Context: an optimization exercise on an open-source flow, tuned for small area. The choices shown serve that exercise and are no tape-out recipe.
Only simulation tests tie the RTL to the original design; equivalence was not proved.
Power is estimated from default activity; no workload was simulated.

Design aos_sr_top, start of the top module:
module aos_sr_top (
  input  logic          clk,
  input  logic          rst,
  input  logic          sr_req_valid,
  input  logic          sr_req_iswrite,
  input  logic [31:0]   sr_req_addr,
  input  logic [63:0]   sr_req_data,
  output logic          sr_resp_valid,
  output logic [63:0]   sr_resp_data,
  output logic [1023:0] cfg_regs,
  output logic          app_wr_valid,
  output logic [3:0]    app_wr_idx,
  output logic [63:0]   app_wr_data,
  output logic          app_rd_valid,
  output logic [3:0]    app_rd_idx,
  input  logic          app_rd_ack,
  input  logic [63:0]   app_rd_data,
  output logic          err_sticky,
  output logic [15:0]   drop_count
);
Size: about 4100 cells after synthesis, about 1500 flip-flops, roughly 1300 I/O pins, roughly 57000 um^2 of cells after synthesis.
Settings: LEC_CHECK=0, CAP_MARGIN=20, CORE_MARGIN=2, CORE_UTILIZATION=35, CTS_BUF_LIST=sky130_fd_sc_hd__clkbuf_16, CTS_CLUSTER_DIAMETER=80, CTS_CLUSTER_SIZE=30, SLEW_MARGIN=20, SYNTH_HIERARCHICAL=1; clock period 5.0 ns.
run.sh (not shown) runs the stock make flow with config.mk's settings and CLKGATE_MAP_FILE= SYNTH_SCRIPT=/design/flow/synth_recipe.tcl, a recipe that flattens the netlist after the stock synthesis.
Next try:
==> flow/flow/run.sh (new file) <==
#!/bin/bash
# Layout: the standard ORFS flow (standard.sh, with the standard synthesis unchanged),
# with two changes to how the layout is built:
#  - port buffers use the smallest buffer cell (buf_1) instead of the resizer's default pick;
#  - CTS clusters more sinks per leaf buffer and inserts no dummy balancing loads.
set -euo pipefail
cat >> config.mk <<'EOC'
export BUFFER_PORTS_ARGS = -buffer_cell sky130_fd_sc_hd__buf_1
export CTS_ARGS = -sink_clustering_enable -repair_clock_nets -dont_use_dummy_load -buf_list sky130_fd_sc_hd__clkbuf_16 -sink_clustering_size 30 -sink_clustering_max_diameter 70
EOC
bash standard.sh synth > synth.log 2>&1
bash standard.sh finish > layout.log 2>&1
==> flow/standard.sh (new file) <==
#!/bin/bash
# synth_recipe.tcl (not shown) runs the flow's synth.tcl, then flattens the netlist and writes it again
# the make line also repeats each setting of config.mk as NAME=value (left out here)
make -C /OpenROAD-flow-scripts/flow DESIGN_CONFIG=/design/flow/config.mk WORK_HOME=/design/flow/orfs CLKGATE_MAP_FILE= SYNTH_SCRIPT=/design/flow/synth_recipe.tcl "${@:-finish}"
- BUFFER_PORTS_ARGS: default -> -buffer_cell sky130_fd_sc_hd__buf_1
- CTS_ARGS: default -> -sink_clustering_enable -repair_clock_nets -dont_use_dummy_load -buf_list sky130_fd_sc_hd__clkbuf_16 -sink_clustering_size 30 -sink_clustering_max_diameter 70
- CTS_BUF_LIST: sky130_fd_sc_hd__clkbuf_16 -> default
- CTS_CLUSTER_DIAMETER: 80 -> default
- CTS_CLUSTER_SIZE: 30 -> default
removed: flow/run.sh
After rerunning: Die area stays the same; final cell count falls by 0.60%; synthesized area is unchanged; register-to-register slack is worse by 0.36 ns; worst setup slack improved by 0.29 ns; core utilization fell by 5.5 points; first-iteration DRC count went down by about 1.2%; global-route usage went down by 1.7 points; design area decreases by about 12%.
Next try:
--- a/flow/flow/run.sh
+++ b/flow/flow/run.sh
@@ -7,5 +7,5 @@
 cat >> config.mk <<'EOC'
 export BUFFER_PORTS_ARGS = -buffer_cell sky130_fd_sc_hd__buf_1
-export CTS_ARGS = -sink_clustering_enable -repair_clock_nets -dont_use_dummy_load -buf_list sky130_fd_sc_hd__clkbuf_16 -sink_clustering_size 30 -sink_clustering_max_diameter 70
+export CTS_ARGS = -sink_clustering_enable -repair_clock_nets -dont_use_dummy_load -buf_list sky130_fd_sc_hd__clkbuf_16 -sink_clustering_size 30 -sink_clustering_max_diameter 80
 EOC
 bash standard.sh synth > synth.log 2>&1
- CTS_ARGS: -sink_clustering_enable -repair_clock_nets -dont_use_dummy_load -buf_list sky130_fd_sc_hd__clkbuf_16 -sink_clustering_size 30 -sink_clustering_max_diameter 70 -> -sink_clustering_enable -repair_clock_nets -dont_use_dummy_load -buf_list sky130_fd_sc_hd__clkbuf_16 -sink_clustering_size 30 -sink_clustering_max_diameter 80
- PLACE_DENSITY: default -> 0.8
The new run completed with no timing, DRC or antenna violations.
Core utilization goes down by 0.29 points.
Clock power goes down by 9.1%.
Sequential share of layout area goes up by 0.38 points.
Register-to-register slack hardly moves.
Count of clock-buffer cells in the layout goes down by 15.
Power goes down by 2.8%.
First-iteration DRC count goes up by 26%.
Fmax goes down by 8.8%.
Via count goes up by 4.2%.
Hold slack loses 0.0095 ns.
Design area goes down by 0.72%.
Next try:
--- a/flow/flow/run.sh
+++ b/flow/flow/run.sh
@@ -7,5 +7,5 @@
 cat >> config.mk <<'EOC'
 export BUFFER_PORTS_ARGS = -buffer_cell sky130_fd_sc_hd__buf_1
-export CTS_ARGS = -sink_clustering_enable -repair_clock_nets -dont_use_dummy_load -buf_list sky130_fd_sc_hd__clkbuf_16 -sink_clustering_size 30 -sink_clustering_max_diameter 80
+export CTS_ARGS = -sink_clustering_enable -repair_clock_nets -dont_use_dummy_load -buf_list sky130_fd_sc_hd__clkbuf_16 -sink_clustering_size 25 -sink_clustering_max_diameter 100
 EOC
 bash standard.sh synth > synth.log 2>&1
- CTS_ARGS: -sink_clustering_enable -repair_clock_nets -dont_use_dummy_load -buf_list sky130_fd_sc_hd__clkbuf_16 -sink_clustering_size 30 -sink_clustering_max_diameter 80 -> -sink_clustering_enable -repair_clock_nets -dont_use_dummy_load -buf_list sky130_fd_sc_hd__clkbuf_16 -sink_clustering_size 25 -sink_clustering_max_diameter 100
- PLACE_DENSITY: 0.8 -> default
=>
- synthesized cell count stays the same
- clock power decreases by 5.4%
- power decreases by 2.2%
- final cell count barely changes
- routed wire length decreases by 1.9%
- register-to-register slack improves by 0.16 ns
- design area stays flat
- die area does not change
- worst setup slack improves by 0.39 ns
- worst hold slack improves by 0.039 ns
- non-clock buffer count increases by 15

The RTL this note starts from:
==> flow/design.v <==
`default_nettype none
package aos_sr_responder_pkg;
  localparam logic [63:0] SR_TIMEOUT_DATA = 64'hFFFF_FFFF_FFFF_FFFF;
endpackage
`default_nettype wire
`default_nettype none
module aos_sr_responder_fifo #(
  parameter int WIDTH = 65
) (
  input  logic             clk,
  input  logic             rst,
  input  logic             enq,        
  input  logic [WIDTH-1:0] enq_data,
  input  logic             deq,        
  output logic [WIDTH-1:0] deq_data,
  output logic             full,
  output logic             empty
);
  logic [WIDTH-1:0] mem_q [4];
  logic [2:0]       wr_ptr_q, rd_ptr_q;
  logic             do_enq;
  assign empty    = (wr_ptr_q == rd_ptr_q);
  assign full     = (wr_ptr_q[1:0] == rd_ptr_q[1:0]) && (wr_ptr_q[2] != rd_ptr_q[2]);
  assign do_enq   = enq && (!full || deq);
  assign deq_data = mem_q[rd_ptr_q[1:0]];
  always_ff @(posedge clk or posedge rst) begin
    if (rst) begin
      wr_ptr_q <= '0;
      rd_ptr_q <= '0;
    end else begin
      if (do_enq) wr_ptr_q <= wr_ptr_q + 3'd1;
      if (deq)    rd_ptr_q <= rd_ptr_q + 3'd1;
    end
  end
  always_ff @(posedge clk) begin
    if (do_enq) mem_q[wr_ptr_q[1:0]] <= enq_data;
  end
endmodule
`default_nettype wire
`default_nettype none
module aos_sr_responder (
  input  logic          clk,
  input  logic          rst,
  input  logic          req_valid,
  input  logic          req_iswrite,
  input  logic [31:0]   req_addr,
  input  logic [63:0]   req_data,
  output logic          resp_valid,
  output logic [63:0]   resp_data,
  output logic [1023:0] cfg_regs,
  output logic          app_wr_valid,
  output logic [3:0]    app_wr_idx,
  output logic [63:0]   app_wr_data,
  output logic          app_rd_valid,
  output logic [3:0]    app_rd_idx,
  input  logic          app_rd_ack,
  input  logic [63:0]   app_rd_data,
  output logic          err_sticky,
  output logic [15:0]   drop_count
);
  logic [63:0] cfg_q [16];
  logic        resp_valid_q;
  logic [63:0] resp_data_q;
  logic        app_wr_valid_q;
  logic [3:0]  app_wr_idx_q;
  logic [63:0] app_wr_data_q;
  logic        wait_q;           
  logic [7:0]  timer_q;
  logic        err_q;
  logic [15:0] drop_q;
  logic [3:0]  req_idx;
  logic        in_range, is_cfg, is_app, rd_req, wr_req;
  logic [15:0] cfg_sel;          
  logic [63:0] snap;
  logic [64:0] enq_entry, head_entry;
  logic        fifo_full, fifo_empty, pop, start_wait, timeout;
  assign req_idx  = req_addr[3:0];
  assign in_range = ~|req_addr[31:5];
  assign is_cfg   = in_range && !req_addr[4];
  assign is_app   = in_range &&  req_addr[4];
  assign rd_req   = req_valid && !req_iswrite;
  assign wr_req   = req_valid &&  req_iswrite;
  always_comb begin
    for (int i = 0; i < 16; i++) cfg_sel[i] = is_cfg && (req_idx == 4'(i));
  end
  always_comb begin
    snap = '0;
    for (int i = 0; i < 16; i++) snap = snap | ({64{cfg_sel[i]}} & cfg_q[i]);
  end
  assign enq_entry = {is_app, snap[63:4], snap[3:0] | ({4{is_app}} & req_idx)};
  always_ff @(posedge clk or posedge rst) begin
    if (rst) begin
      for (int i = 0; i < 16; i++) cfg_q[i] <= '0;
    end else begin
      for (int i = 0; i < 16; i++)
        if (wr_req && cfg_sel[i]) cfg_q[i] <= req_data;
    end
  end
  always_ff @(posedge clk or posedge rst) begin
    if (rst) app_wr_valid_q <= 1'b0;
    else     app_wr_valid_q <= wr_req && is_app;
  end
  always_ff @(posedge clk) begin
    app_wr_idx_q  <= req_idx;
    app_wr_data_q <= req_data;
  end
  assign start_wait = !wait_q && !fifo_empty &&  head_entry[64];
  assign timeout    = (timer_q == 8'hFF);
  assign pop        = wait_q ? (app_rd_ack || timeout) : (!fifo_empty && !head_entry[64]);
  always_ff @(posedge clk or posedge rst) begin
    if (rst) begin
      resp_valid_q <= 1'b0;
      wait_q       <= 1'b0;
      err_q        <= 1'b0;
      drop_q       <= '0;
    end else begin
      resp_valid_q <= pop;
      if (start_wait)  wait_q <= 1'b1;
      else if (pop)    wait_q <= 1'b0;
      if ((wait_q && !app_rd_ack && timeout) || (rd_req && fifo_full && !pop)) err_q <= 1'b1;
      if (rd_req && fifo_full && !pop && drop_q != 16'hFFFF) drop_q <= drop_q + 16'd1;
    end
  end
  always_ff @(posedge clk) begin
    timer_q <= wait_q ? timer_q + 8'd1 : 8'd0;
  end
  always_ff @(posedge clk) begin
    resp_data_q <= wait_q ? (app_rd_data | {64{!app_rd_ack}}) : head_entry[63:0];
  end
  aos_sr_responder_fifo #(
    .WIDTH (65)
  ) u_pend_fifo (
    .clk      (clk),
    .rst      (rst),
    .enq      (rd_req),
    .enq_data (enq_entry),
    .deq      (pop),
    .deq_data (head_entry),
    .full     (fifo_full),
    .empty    (fifo_empty)
  );
  always_comb begin
    for (int i = 0; i < 16; i++) cfg_regs[64*i +: 64] = cfg_q[i];
  end
  assign resp_valid   = resp_valid_q;
  assign resp_data    = resp_data_q;
  assign app_wr_valid = app_wr_valid_q;
  assign app_wr_idx   = app_wr_idx_q;
  assign app_wr_data  = app_wr_data_q;
  assign app_rd_valid = wait_q;
  assign app_rd_idx   = head_entry[3:0];
  assign err_sticky   = err_q;
  assign drop_count   = drop_q;
endmodule
`default_nettype wire
`default_nettype none
module aos_sr_top (
  input  logic          clk,
  input  logic          rst,
  input  logic          sr_req_valid,
  input  logic          sr_req_iswrite,
  input  logic [31:0]   sr_req_addr,
  input  logic [63:0]   sr_req_data,
  output logic          sr_resp_valid,
  output logic [63:0]   sr_resp_data,
  output logic [1023:0] cfg_regs,
  output logic          app_wr_valid,
  output logic [3:0]    app_wr_idx,
  output logic [63:0]   app_wr_data,
  output logic          app_rd_valid,
  output logic [3:0]    app_rd_idx,
  input  logic          app_rd_ack,
  input  logic [63:0]   app_rd_data,
  output logic          err_sticky,
  output logic [15:0]   drop_count
);
  aos_sr_responder u_resp (
    .clk          (clk),
    .rst          (rst),
    .req_valid    (sr_req_valid),
    .req_iswrite  (sr_req_iswrite),
    .req_addr     (sr_req_addr),
    .req_data     (sr_req_data),
    .resp_valid   (sr_resp_valid),
    .resp_data    (sr_resp_data),
    .cfg_regs     (cfg_regs),
    .app_wr_valid (app_wr_valid),
    .app_wr_idx   (app_wr_idx),
    .app_wr_data  (app_wr_data),
    .app_rd_valid (app_rd_valid),
    .app_rd_idx   (app_rd_idx),
    .app_rd_ack   (app_rd_ack),
    .app_rd_data  (app_rd_data),
    .err_sticky   (err_sticky),
    .drop_count   (drop_count)
  );
endmodule
`default_nettype wire
==> flow/config.mk <==
export PLATFORM = sky130hd
export DESIGN_NAME = aos_sr_top
export DESIGN_NICKNAME = aos_sr_top
export VERILOG_FILES = /design/flow/design.v
export SDC_FILE = /design/flow/constraint.sdc
export NUM_CORES = 4
export LEC_CHECK = 0
export ABC_AREA = 1
export CAP_MARGIN = 20
export CORE_MARGIN = 2
export CORE_UTILIZATION = 40
export SLEW_MARGIN = 20
==> flow/constraint.sdc <==
create_clock -name core_clock -period 5.0 [get_ports {clk}]
set_input_delay 1.0000 -clock core_clock [delete_from_list [all_inputs] [get_ports {clk}]]
set_output_delay 1.0000 -clock core_clock [all_outputs]
set_load 0.01 [all_outputs]
Stock flow here: none of the scripts above is used.
Edit:
==> flow/flow/run.sh (new file) <==
#!/bin/bash
# Standard ORFS layout (the standard.sh, standard synthesis unchanged), with the
# port buffers made of the smallest buffer cell instead of the resizer's default pick.
set -euo pipefail
cat >> config.mk <<'EOC'
export BUFFER_PORTS_ARGS = -buffer_cell sky130_fd_sc_hd__buf_1
EOC
bash standard.sh synth > synth.log 2>&1
bash standard.sh finish > layout.log 2>&1
==> flow/standard.sh (new file) <==
#!/bin/bash
# synth_recipe.tcl (not shown) runs the flow's synth.tcl, then flattens the netlist and writes it again
# the make line also repeats each setting of config.mk as NAME=value (left out here)
make -C /OpenROAD-flow-scripts/flow DESIGN_CONFIG=/design/flow/config.mk WORK_HOME=/design/flow/orfs CLKGATE_MAP_FILE= SYNTH_SCRIPT=/design/flow/synth_recipe.tcl "${@:-finish}"
BUFFER_PORTS_ARGS = -buffer_cell sky130_fd_sc_hd__buf_1   (was not set)
CTS_BUF_LIST = sky130_fd_sc_hd__clkbuf_4 sky130_fd_sc_hd__clkbuf_8   (was not set)
removed: flow/run.sh
The changed run ran to the end with no violations.
Non-clock buffer count is higher by 14.
Sequential cell count stays the same.
Synthesized cell count is unchanged.
Fmax grows by 4.6%.

separate check: timing with driven ports:
No port has a modelled driver above. Below, the same layouts with a new extraction and two added sets of constraints. Step 1: set_driving_cell puts a clkbuf_16 on clk and a buf_2 on each other input, an assumption about the parent block. Step 2 times the ports against the registers' clock, not the clock port: input delays grow and output delays shrink by t, the midpoint of the rising clock arrivals with the driver on. a / b / c = ideal / step 1 / step 2; a / b = the first two.
run | t (ns) | setup WS [ns] | latest minus earliest clock arrival (ns) | worst slew at a driven data input, ns
the first run of note 1 | 0.815 | 0.506 / 0.559 / -0.256 | 0.066 / 0.065 | 0.30
the second run of note 1 | 0.799 | 0.798 / 0.854 / 0.055 | 0.137 / 0.137 | 0.28
the third run of note 1 | 0.761 | 0.393 / 0.409 / -0.352 | 0.139 / 0.139 | 0.25
the fourth run of note 1 | 0.763 | 0.781 / 0.838 / 0.075 | 0.112 / 0.112 | 0.27
the first run of note 2 | 0.870 | 0.785 / 0.696 / 0.083 | 0.035 / 0.034 | 0.31
the second run of note 2 | 1.057 | 0.970 / 0.884 / 0.504 | 0.091 / 0.092 | 0.37
Met with ideal ports but missed after step 2: setup timing in the first run of note 1 and the third run of note 1. The setup slack of the first run of note 1, which loses most, moves by +0.053 ns with the drivers and by -0.762 ns with both steps.
